This design comes from an exercise in tuning for small area and a short achievable clock period on the open sky130 flow, not from production work.
The RTL was checked by simulation tests, not by an equivalence proof against the original design.
Power and IR drop assume default switching activity.

==> flow/design.v (excerpt) <==
module mpa_mips_top (
    input  logic                   mem_debug_clk_gate,
    input  logic                   HW_RSTn,
    input  logic                   dbg_mem_debug,   
    input  logic [1:0]             dbg_func,        
    input  logic                   dbg_we,          
    input  logic [31:0]            dbg_addr,        
    input  logic [31:0]            dbg_din,         
    output logic [31:0]            dout
);
    function automatic logic [31:0] dec32(input logic [4:0] idx);
        for (int i = 0; i < 32; i++) dec32[i] = (idx == i[4:0]);
    endfunction
    function automatic logic [31:0] rd32(input logic [31:0][31:0] mem, input logic [31:0] sel);
        rd32 = 32'h0;
        for (int i = 0; i < 32; i++) rd32 = rd32 | ({32{sel[i]}} & mem[i]);
    endfunction
    logic [31:0][31:0] im_mem;     
    logic [31:0][31:0] dm_mem;     
    logic [31:0][31:0] regs;       
    logic [31:0]       rf_vld;     
    logic [4:0]  pc_nxt;           
    logic        at_start;         
    logic [31:0] instr_q;          
    logic [6:0]  rs_q;             
    wire       md    = dbg_mem_debug;
    wire [4:0] a_mem = dbg_addr[6:2];
    wire [4:0] a_reg = dbg_addr[4:0];
    wire       f_im  = (dbg_func == 2'd1);
    wire       f_dm  = (dbg_func == 2'd2);
    wire       f_mr  = (dbg_func == 2'd3);
    wire [31:0] dec_am = dec32(a_mem);
    wire [31:0] dec_ar = dec32(a_reg);
    wire im_we = md & dbg_we & f_im;
    wire dm_we = md & dbg_we & f_dm;
    wire [31:0] instr  = at_start ? im_mem[0] : instr_q;
    wire [5:0]  opcode = instr[31:26];
    wire [4:0]  rt     = instr[20:16];
    wire [15:0] imm    = instr[15:0];
    wire [31:0] im_sel = ({32{md}} & dec_am) | ({32{~md}} & dec32(pc_nxt));
    wire [31:0] im_rd  = rd32(im_mem, im_sel);
    wire [6:0]  ea     = rs_q + imm[6:0];
    wire [31:0] dm_sel = ({32{md}} & dec_am) | ({32{~md}} & dec32(ea[6:2]));
  ...
Size: ~3100 flip-flops, about 100 I/O pins.
Settings: LEC_CHECK=0, CAP_MARGIN=20, CORE_MARGIN=2, CORE_UTILIZATION=60, CTS_BUF_LIST=sky130_fd_sc_hd__clkbuf_16, CTS_CLUSTER_DIAMETER=60, CTS_CLUSTER_SIZE=24, SLEW_MARGIN=20, TNS_END_PERCENT=100; clock period 16.0 ns.
standard.sh (not shown) runs the stock make flow with config.mk's settings and CLKGATE_MAP_FILE= SYNTH_SCRIPT=/design/flow/synth_recipe.tcl, a recipe that flattens the netlist after the stock synthesis.
==> flow/flow/run.sh <==
#!/bin/bash
set -euo pipefail
bash standard.sh SETUP_SLACK_MARGIN=7 "BUFFER_PORTS_ARGS=-buffer_cell sky130_fd_sc_hd__buf_4" finish > standard_flow.log 2>&1
==> next run, changes <==
==> flow/flow/run.sh (replaced) <==
#!/bin/bash
set -euo pipefail
bash standard.sh SETUP_SLACK_MARGIN=10 "BUFFER_PORTS_ARGS=-buffer_cell sky130_fd_sc_hd__buf_4" finish > standard_flow.log 2>&1
- CORE_UTILIZATION: 60 -> 55
- CTS_BUF_LIST: sky130_fd_sc_hd__clkbuf_16 -> sky130_fd_sc_hd__clkbuf_8
- CTS_CLUSTER_SIZE: 24 -> 16
Result: Synthesized cell count does not change; wire length rises by 5.9%; setup slack improves by 0.53 ns.

* * *

Setup of amber:
Starting RTL as in the previous note.
==> flow/design.v (excerpt) <==
module mpa_mips_top (
    input  logic                   mem_debug_clk_gate,
    input  logic                   HW_RSTn,
    input  logic                   dbg_mem_debug,   
    input  logic [1:0]             dbg_func,        
    input  logic                   dbg_we,          
    input  logic [31:0]            dbg_addr,        
    input  logic [31:0]            dbg_din,         
    output logic [31:0]            dout
);
clock: 16.0 ns
lec_check: 0
cap_margin: 20
core_margin: 2
core_utilization: 60
cts_buf_list: sky130_fd_sc_hd__clkbuf_8
cts_cluster_diameter: 60
cts_cluster_size: 16
gpl_routability_driven: 0
slew_margin: 20
tns_end_percent: 100
==> flow/flow/run.sh <==
#!/bin/bash
set -euo pipefail
bash standard.sh SETUP_SLACK_MARGIN=10 "BUFFER_PORTS_ARGS=-buffer_cell sky130_fd_sc_hd__buf_4" finish > standard_flow.log 2>&1
Edits applied to the flow inputs when going from amber to violet:
Settings: GPL_ROUTABILITY_DRIVEN no longer set, was 0.
--- outcome ---
- On combinational share of power, amber and violet are basically level.
- Note that the setup fix buffers added after clock tree synthesis recorded for amber amounts to 1.17 times the value seen in violet.
- Initial antenna violation count, violet vs amber: up by more than 10%
- Routed length on met2: violet vs amber, no meaningful difference
- Data-path buffer share of cell area in the final layout essentially unchanged between amber and violet.
- Diff violet..amber | power | negligible
## Diff of input files: harbor against violet
Settings: CTS_CLUSTER_SIZE: 16 -> 24; CTS_BUF_LIST: sky130_fd_sc_hd__clkbuf_8 -> sky130_fd_sc_hd__clkbuf_16.
--- outcome ---
- [compare] base=violet new=harbor: clock period minus final worst setup slack lower; switching portion of total power lower; layout multi-input combinational cell count roughly the same.
- Against violet, harbor reports a clock latency on the worst-skew pair that is lower.
- Total power: harbor above violet
- Between harbor and violet, the met1 routed wirelength after detailed routing does not differ in any meaningful way.
- Compared with violet, in harbor first-pass GRT wire length decreased by 4200 microns relative to the old numbers; routed wire length decreased by 0.34% relative to the old numbers; clock network power share increased by 5.7 points relative to the old numbers; antenna diode instance count decreased by 7 relative to the old numbers.

## static timing again, ports no longer ideal
The results above use ideal ports. As a check the final layouts listed here were re-extracted and re-timed, cells and wires unchanged.
Step 1, drivers: a clkbuf_16 drives mem_debug_clk_gate and a buf_2 each remaining input, both assumed.
Step 2 adds t to the input delays and takes it off the output delays; t is the mean of the earliest and latest rising clock arrival at the registers after step 1. Input paths then give back, and output paths get back, about the clock's delay inside the block.
a / b / c = no drivers / after step 1 / after step 2; a / b = the first two.
| run | t, ns | setup WS [ns] | cell pins on the clock port's net |
|---|---|---|---|
| the first run of note 1 | 0.992 | 5.704 / 5.319 / 5.319 | 1 |
| the second run of note 1 | 1.139 | 6.233 / 5.745 / 5.745 | 1 |
| amber | 1.163 | 6.025 / 5.644 / 5.644 | 1 |
| violet | 1.140 | 6.058 / 5.840 / 5.840 | 1 |
| harbor | 0.966 | 6.162 / 5.798 / 5.798 | 1 |
After both steps every run listed still meets setup and hold. The setup slack of the second run of note 1, which loses most, moves by -0.488 ns with the drivers and by -0.488 ns with both steps.
